This design comes from an exercise in tuning for small area and a short achievable clock period on the open sky130 flow, not from production work.
In this exercise RTL edits were held to simulation tests only and were not proved equivalent to the original.
Power is estimated from default activity; no workload was simulated.

$ cat flow/run.sh
#!/bin/bash
# synth_recipe.tcl (not shown) runs the flow's synth.tcl, then flattens the netlist and writes it again
# the make line also repeats each setting of config.mk as NAME=value (left out here)
make -C /OpenROAD-flow-scripts/flow DESIGN_CONFIG=/design/flow/config.mk WORK_HOME=/design/flow/orfs CLKGATE_MAP_FILE= SYNTH_SCRIPT=/design/flow/synth_recipe.tcl finish
$ cat flow/config.mk
export PLATFORM = sky130hd
export DESIGN_NAME = sharedMemSys
export DESIGN_NICKNAME = sharedMemSys
export VERILOG_FILES = /design/flow/design.v
export SDC_FILE = /design/flow/constraint.sdc
export NUM_CORES = 4
export LEC_CHECK = 0
export CAP_MARGIN = 20
export CORE_MARGIN = 2
export CORE_UTILIZATION = 65
export SETUP_SLACK_MARGIN = 1.8
export SLEW_MARGIN = 20
export TNS_END_PERCENT = 5
$ cat flow/constraint.sdc
create_clock -name core_clock -period 4.0 [get_ports {clk}]
set_input_delay 0.8000 -clock core_clock [delete_from_list [all_inputs] [get_ports {clk}]]
set_output_delay 0.8000 -clock core_clock [all_outputs]
set_load 0.01 [all_outputs]
$ cat flow/design.v
package memArbPkg;
  localparam int nMasters   = 4;   
  localparam int sliceLen   = 4;   
  localparam int addrW      = 6;   
  localparam int dataW      = 16;
  localparam int queueDepth = 4;   
  typedef logic [addrW-1:0]    addr_t;      
  typedef logic [dataW-1:0]    data_t;      
  typedef logic [nMasters-1:0] grant_t;     
  typedef logic [1:0]          slotCnt_t;   
  typedef enum logic [2:0] {
    idle = 3'd0,
    own0 = 3'd1,
    own1 = 3'd2,
    own2 = 3'd3,
    own3 = 3'd4
  } arbState_e;
endpackage
`timescale 1ns/1ps
module cmdQueueMaster (
  input  logic             clk,
  input  logic             rst,
  input  logic             cmdValid,
  input  logic             cmdWrite,
  input  memArbPkg::addr_t cmdAddr,
  input  memArbPkg::data_t cmdData,
  input  logic             pop,         
  output logic             cmdFull,
  output logic             req,         
  output logic             nextReq,     
  output logic [4:0]       nextSel,     
  output logic [4*23-1:0]  entries      
);
  logic             qWrite [memArbPkg::queueDepth];
  memArbPkg::addr_t qAddr  [memArbPkg::queueDepth];
  memArbPkg::data_t qData  [memArbPkg::queueDepth];
  logic [1:0] wrPtr;
  logic [1:0] rdPtr;
  logic [2:0] count;   
  logic       push;
  logic [1:0] nextRd;
  logic       bypass;
  assign cmdFull = count[2];
  assign req     = (count != 3'd0);
  assign push    = cmdValid && !count[2];
  always_ff @(posedge clk) begin
    if (push) begin
      qWrite[wrPtr] <= cmdWrite;
      qAddr[wrPtr]  <= cmdAddr;
      qData[wrPtr]  <= cmdData;
    end
  end
  always_ff @(posedge clk or negedge rst) begin
    if (!rst) begin
      wrPtr <= '0;
      rdPtr <= '0;
      count <= '0;
    end else begin
      if (push) wrPtr <= wrPtr + 2'd1;
      if (pop)  rdPtr <= rdPtr + 2'd1;
      case ({push, pop})
        2'b10:   count <= count + 3'd1;
        2'b01:   count <= count - 3'd1;
        default: count <= count;
      endcase
    end
  end
  assign nextRd  = rdPtr + {1'b0, pop};
  assign bypass  = (count == {2'b00, pop});
  assign nextReq = !bypass || push;
  always_comb begin
    for (int k = 0; k < 4; k++) begin
      nextSel[k] = !bypass && (nextRd == 2'(k));
      entries[k*23 +: 23] = {qWrite[k], qAddr[k], qData[k]};
    end
    nextSel[4] = bypass;
  end
endmodule
`timescale 1ns/1ps
module sliceArbiter (
  input  logic                           clk,
  input  logic                           rst,
  input  logic [memArbPkg::nMasters-1:0] req,
  output memArbPkg::grant_t              gnt,
  output memArbPkg::grant_t              nextGnt
);
  memArbPkg::slotCnt_t cnt;
  logic                idle;
  logic                sliceEnd;
  assign idle     = (gnt == '0);
  assign sliceEnd = (cnt == 2'd3);
  always_comb begin
    nextGnt = gnt;
    if (idle) begin
      casez (req)
        4'b???1: nextGnt = 4'b0001;
        4'b??10: nextGnt = 4'b0010;
        4'b?100: nextGnt = 4'b0100;
        4'b1000: nextGnt = 4'b1000;
        default: nextGnt = 4'b0000;
      endcase
    end else if (sliceEnd) begin
      nextGnt = '0;
      for (int o = 0; o < 4; o++) begin
        if (gnt[o]) begin
          for (int k = 3; k >= 0; k--) begin
            if (req[(o + 1 + k) % 4]) nextGnt = 4'(1 << ((o + 1 + k) % 4));
          end
        end
      end
    end
  end
  always_ff @(posedge clk or negedge rst) begin
    if (!rst) begin
      gnt <= '0;
      cnt <= '0;
    end else begin
      gnt <= nextGnt;
      cnt <= (idle || sliceEnd) ? 2'd0 : cnt + 2'd1;
    end
  end
endmodule
`timescale 1ns/1ps
module sharedRam (
  input  logic                           clk,
  input  logic                           rst,
  input  memArbPkg::grant_t              gnt,
  input  logic                           phase,      
  input  logic                           issRead,    
  input  logic                           issWe,      
  input  logic                           issWeDup,   
  input  logic [7:0]                     issHi,      
  input  logic [7:0]                     issLo,      
  input  memArbPkg::data_t               issDataX,   
  output logic [memArbPkg::nMasters-1:0] rdValid,
  output memArbPkg::data_t               rdData
);
  localparam int NW = 2**memArbPkg::addrW;
  localparam int DW = memArbPkg::dataW;
  logic [NW-1:0][DW-1:0] mem;       
  logic [NW-1:0]         wordSel;
  logic [NW-1:0]         wordWe;
  logic [NW-1:0]         wordHold;
  logic [DW-1:0]         rdWord;
  always_comb begin
    for (int w = 0; w < NW; w++) begin
      wordSel[w]  = issHi[w/8] && issLo[w%8];
      wordWe[w]   = issHi[w/8] && issLo[w%8] && issWe;
      wordHold[w] = !(issHi[w/8] && issLo[w%8] && issWeDup);
    end
  end
  always_ff @(posedge clk) begin
    for (int w = 0; w < NW; w++) begin
      mem[w] <= ~((mem[w] | {DW{wordWe[w]}}) & ({DW{wordHold[w]}} | issDataX));
    end
  end
  always_comb begin
    rdWord = '0;
    for (int w = 0; w < NW; w++) begin
      rdWord = rdWord | (mem[w] & {DW{wordSel[w]}});
    end
  end
  always_ff @(posedge clk) begin
    rdData <= rdWord ^ {DW{phase}};
  end
  always_ff @(posedge clk or negedge rst) begin
    if (!rst) begin
      rdValid <= '0;
    end else begin
      rdValid <= issRead ? gnt : '0;
    end
  end
endmodule
`timescale 1ns/1ps
module sharedMemSys (
  input  logic                           clk,
  input  logic                           rst,
  input  logic [memArbPkg::nMasters-1:0] cmdValid,
  input  logic [memArbPkg::nMasters-1:0] cmdWrite,
  input  logic [memArbPkg::nMasters*memArbPkg::addrW-1:0] cmdAddr,   
  input  logic [memArbPkg::nMasters*memArbPkg::dataW-1:0] cmdData,   
  output logic [memArbPkg::nMasters-1:0] cmdFull,
  output logic [memArbPkg::nMasters-1:0] rdValid,
  output memArbPkg::data_t               rdData,
  output memArbPkg::grant_t              gnt
);
  localparam int NM = memArbPkg::nMasters;
  localparam int AW = memArbPkg::addrW;
  localparam int DW = memArbPkg::dataW;
  logic [NM-1:0]    req;
  logic [NM-1:0]    nextReq;
  logic [5*NM-1:0]    nextSel;
  logic [4*23*NM-1:0] entries;
  memArbPkg::grant_t nextGnt;
  logic             issValid;
  logic             issRead;
  logic             issWe;
  logic             issWeDup;
  logic [7:0]       issHi;
  logic [7:0]       issLo;
  memArbPkg::data_t issDataX;
  logic             phase;
  for (genvar i = 0; i < NM; i++) begin : gMaster
    cmdQueueMaster queueMaster (
      .clk       (clk),
      .rst       (rst),
      .cmdValid  (cmdValid[i]),
      .cmdWrite  (cmdWrite[i]),
      .cmdAddr   (cmdAddr[i*AW +: AW]),
      .cmdData   (cmdData[i*DW +: DW]),
      .pop       (issValid && gnt[i]),
      .cmdFull   (cmdFull[i]),
      .req       (req[i]),
      .nextReq   (nextReq[i]),
      .nextSel   (nextSel[5*i +: 5]),
      .entries   (entries[4*23*i +: 4*23])
    );
  end
  sliceArbiter arbiter (
    .clk     (clk),
    .rst     (rst),
    .req     (req),
    .gnt     (gnt),
    .nextGnt (nextGnt)
  );
  logic [22:0] sel;
  always_comb begin
    sel = '0;
    for (int i = 0; i < NM; i++) begin
      for (int k = 0; k < 4; k++) begin
        sel = sel | (entries[(4*i+k)*23 +: 23] & {23{nextGnt[i] & nextSel[5*i+k]}});
      end
      sel = sel | ({cmdWrite[i], cmdAddr[i*AW +: AW], cmdData[i*DW +: DW]} & {23{nextGnt[i] & nextSel[5*i+4]}});
    end
  end
  logic nextValid;
  logic [NM-1:0] nextWr;   
  always_comb begin
    for (int i = 0; i < NM; i++) begin
      nextWr[i] = 1'b0;
      for (int k = 0; k < 4; k++) begin
        nextWr[i] = nextWr[i] | (nextSel[5*i+k] & entries[(4*i+k)*23 + 22]);
      end
      nextWr[i] = nextWr[i] | (nextSel[5*i+4] & cmdWrite[i]);
    end
  end
  assign nextValid = |(nextGnt & nextReq);
  always_ff @(posedge clk or negedge rst) begin
    if (!rst) begin
      issValid <= 1'b0;
      issRead  <= 1'b0;
      issWe    <= 1'b0;
      issWeDup <= 1'b0;
      phase    <= 1'b0;
    end else begin
      issValid <= nextValid;
      issRead  <= nextValid && !sel[22];
      issWe    <= nextValid && sel[22];
      issWeDup <= |(nextGnt & nextReq & nextWr);
      phase    <= !phase;
    end
  end
  always_ff @(posedge clk) begin
    for (int k = 0; k < 8; k++) begin
      issHi[k] <= (sel[21:19] == 3'(k));
      issLo[k] <= (sel[18:16] == 3'(k));
    end
    issDataX <= sel[15:0] ^ {16{!phase}};   
  end
  sharedRam ram (
    .clk      (clk),
    .rst      (rst),
    .gnt      (gnt),
    .phase    (phase),
    .issRead  (issRead),
    .issWe    (issWe),
    .issWeDup (issWeDup),
    .issHi    (issHi),
    .issLo    (issLo),
    .issDataX (issDataX),
    .rdValid  (rdValid),
    .rdData   (rdData)
  );
endmodule
==> summary.txt <==
Yosys
  – Synthesized net count: approximately 4600
  – Area contributors post-synth: dfxtp_1 (40%), edfxtp_1 (21%), o22ai_1 (12%)
  – Post-synthesis mux area share: under 10%
  – Cells after Synth: 4461
  – Post-Synth Simple-Gate Area: 5.226%
  – Mapped Area: 53410 sq um
  – Async set-reset flop share out of synthesis: 2.900%
  – Xor/xnor share of the synthesized area: 1.017%
  – Post-synth EDFFs: 368
  – Top cell type's share of synthesized area: roughly 40%
  – #FFs+latches synth: 1483
  – Register area share after synthesis: 62.88%
  – Commonest cells post-synth: dfxtp_1 (1072), o22ai_1 (1039), clkbuf_1 (465), edfxtp_1 (368), a221oi_1 (269)
  – YS warnings: 4
  – Dominant cell type by area after synthesis: dfxtp_1
  – Most frequent cell after synthesis: dfxtp_1
  – Ys flop type: dfxtp_1
  – Post-Synth Adder-Cell Area: 0.7355%
  – Yosys cell types: 74
  – Synthesized-area fraction occupied by ao, oa, aoi and oai cells: 22.59%
  – Syn Area/Cell: 11.97 sq um
  – Largest family of logic cells by synthesized area: compound AO/OA/AOI/OAI gates

Placed design
  – Port bufs: 125
  – Hpwl dp: 157300 um
  – Post-Place Cells: 5482
  – Placed Area: around 57000 sq um
  – Gp weighted congestion: 1.128

Setup path
  – Worst path required time: 4.66 ns
  – Largest fanout on the critical path: 8
  – Reg2reg end: issDataX[1]
  – Reg2Reg Setup Slack: 0.49 ns
  – Crit path DAT: 4.16 ns
  – Critical Path Sink Type: flop
  – Crit Path Class: reg2reg
  – Beginning of the critical path: arbiter.gnt[1]
  – Critical Path Sink: issDataX[1]
  – Reg2reg start: arbiter.gnt[1]
  – CP startpoint kind: flop
  – FF-to-FF path depth: 11

STA
  – Setup TNS: 0 ns
  – Slew HR: 10.33%
  – Min Tclk post-route: 3.505 ns
  – Final worst path period share: roughly 90%
  – RSZ-0062 raised after global routing: yes
  – Final setup violation count: 0
  – Fmax: between 200 and 300 MHz
  – Fin. Hold Viols: 0
  – Final Max Tran Viols: 0
  – Tightest Pin Transition: ~1.3 ns
  – Fin Clk Skew: 0.04236 ns

Detailed routing
  – Final WL: 265000 um
  – Vias per inst: 8.619
  – DRT iter0 DRCs: around 12000
  – 1st-pass router iterations: 17
  – Antenna Violating Nets Remaining: 0
  – DRC errors left: 0
  – Vias: 50650
  – WL per Instance: 45.09 um

Floorplan
  – Initial core utilization: 65.37%
  – Chip width: ~290 um
  – Die Y: 290.7 um
  – Die area: 84490 sq um
  – Placeable Area: 81720 sq um
  – Std-Cell Rows: 105
  – IO Pins: around 130

Layout
  – P&R area growth vs syn: 20.08%
  – Non-Filler Instances: about 5900
  – # nets final: between 4000 and 5000
  – Final instance area: 64140 sq um
  – Layout cells sized above 1: 21.10%

Clocking
  – Clk root buf: clkbuf_16
  – TritonCTS buffer count: 146
  – CTS sink cnt: 1483
  – Max Root-Sink Buffers: 3
  – Clock latency on the worst-skew pair: 0.80 ns
  – CTS tree: done
  – Clock slew at reported path FFs: 0.06 ns
  – CTS H-Tree Depth: 4

GRT
  – GRT Overall Usage: 60.49%
  – Gr ovfl total: 0
  – First-pass GRT wire length: 356200 um
  – Largest net degree at the start of global routing: 65
  – Initial antenna violation count: 32
  – Vias in the first global route: 46170

Min path
  – Min-Delay Path Class: in2async

Flow run
  – MaxCap Viol Count: 0

Power
  – Static Leak: ~24 nW
  – Power per cell area: ~970 nW/um^2
  – Peak VDD IR: 0.001043 V

Outcome
  – Status: timing/DRC/antenna clean
-- power by group --
group	switching (W)	internal [W]
sequential	0.00502	0.0216
clock	0.00607	0.00774
combinational	0.0130	0.00881
total	0.0241	0.0381
-- logic make-up after synthesis --
| kind of cell | Yosys count |
|---|---|
| fa+ha+maj | 29 |
| mux | 118 |
| flops | 1483 |
| buf+inv | 557 |
| simple gates | 516 |
| xor+xnor | 62 |
| compound gates | 1696 |
-- registers in the layout (all words and copies together) (netlist names) --
| register | cells |
|---|---|
| ram.mem | 1024 |
| gMaster.queueMaster.wrPtr | 8 |
| ram.rdValid | 4 |
| issHi | 8 |
| arbiter.cnt | 2 |
| issDataX | 16 |
| issRead | 1 |
| arbiter.gnt | 4 |
| gMaster.queueMaster.qData | 256 |
| ram.rdData | 16 |
| phase | 1 |
| gMaster.queueMaster.rdPtr | 8 |
| issWe | 1 |
| gMaster.queueMaster.qAddr | 96 |
| issLo | 8 |
| issWeDup | 1 |
| gMaster.queueMaster.count | 12 |
| gMaster.queueMaster.qWrite | 16 |
| issValid | 1 |
-- cell type report --
cell class,instances,area [sq um]
Sequential cell,1483,33670
Multi-Input combinational cell,2423,19130
Fill cell,4994,17570
Timing Repair Buffer,579,5101
Clock buffer,226,4333
Tap cell,1070,1339
Clock inverter,33,359.1
Inverter,37,141.4
Antenna cell,25,62.56
-- worst min path at each step --
stage | cells after the start | endpoint
finish | 1 | gMaster[1].queueMaster.rdPtr[0]
global route | 1 | gMaster[1].queueMaster.rdPtr[0]
CTS | 1 | gMaster[0].queueMaster.wrPtr[0]
detailed placement | 1 | arbiter.cnt[0]
global placement | 1 | ram.mem[955]
floorplan | 1 | arbiter.cnt[0]
-- critical path, cell delays in order, from the launching register on --
cell and delay [ns]:
dfrtp_2 0.47, nand2_4 0.12, inv_4 0.05, ha_4 0.28
buf_12 0.12, buf_16 0.12, mux4_2 0.54, mux2_4 0.33
a222oi_1 0.86, buf_4 0.28, nand3_2 0.07, xnor2_1 0.13
-- metal layers --
layer / vias to the layer above / track usage [%] / share of wire (%)
met2: 6199 / 79.94 / 38
met5: - / 1.758 / 0.24
li1: 18180 / - / -
met4: 32 / 54.01 / 12
met3: 2145 / 35.38 / 19
met1: 24090 / 68.26 / 30
-- per-stage QoR --
step	worst slack (ns)	hold WS, ns	utilization, %	total power, W
floorplan	1.108	0.4099	-	0.03499
global placement	0.2693	0.4173	69.50	0.04218
detailed placement	0.3094	0.4257	69.54	0.04287
CTS	0.9037	0.03790	77.61	0.05861
global route	0.5526	0.04342	78.44	0.06322
finish	0.4947	0.01782	78.49	0.06224
-- repair_timing --
item	4_1_cts	5_1_grt
gates resized for setup	335	70
setup buffers	68	37
pin swaps	63	19
hold buffers	0	0
endpoints found under the hold margin	0	0
setup endpoints to repair	779	474
cloned	2	1
-- cell usage in the layout (no fill, tap or decap), types with 17 or more instances in the layout --
cell type	Yosys	routed
diode_2	0	25
o21ai_0	19	17
a22o_1	262	259
clkbuf_1	465	50
inv_1	36	35
clkbuf_8	0	23
clkbuf_16	0	153
nand2_1	137	136
mux4_2	56	56
and2_1	92	25
a221oi_2	0	43
nand4_1	72	72
mux2i_4	0	17
clkdlybuf4s50_1	0	124
mux2i_1	49	27
ha_1	25	20
and2_4	0	60
xnor2_1	47	45
o22ai_1	1039	1033
and3_1	76	65
edfxtp_1	368	368
buf_6	1	21
dfxtp_2	0	18
dfxtp_1	1072	1040
clkinv_2	0	18
buf_12	0	18
nand3_1	34	31
dfrtp_1	43	34
nor2_1	39	32
a21oi_1	28	26
a221oi_1	269	218
buf_4	5	399

[afterwards: timing with drivers on the ports]
No port has a modelled driver above. Below, the same layout with a new extraction and two added sets of constraints. Step 1, drivers: a clkbuf_16 drives clk and a buf_2 each remaining input, both assumed. Step 2, shift: input delay + t, output delay - t, t = (earliest + latest rising clock arrival at the registers) / 2. This alone moves slack from input paths to output paths. Three values: ideal ports, drivers, drivers and shift; two values: the first two.
t, ns: 0.859
setup WS [ns]: 0.495 / 0.495 / 0.495
hold WS [ns]: 0.018 / -0.038 / 0.436
worst setup path at the end: register to register
worst data-port slew with drivers (ns): 0.11
After both steps setup and hold are still met in this run. The setup slack of this run moves by 0.000 ns with the drivers and by 0.000 ns with both steps.
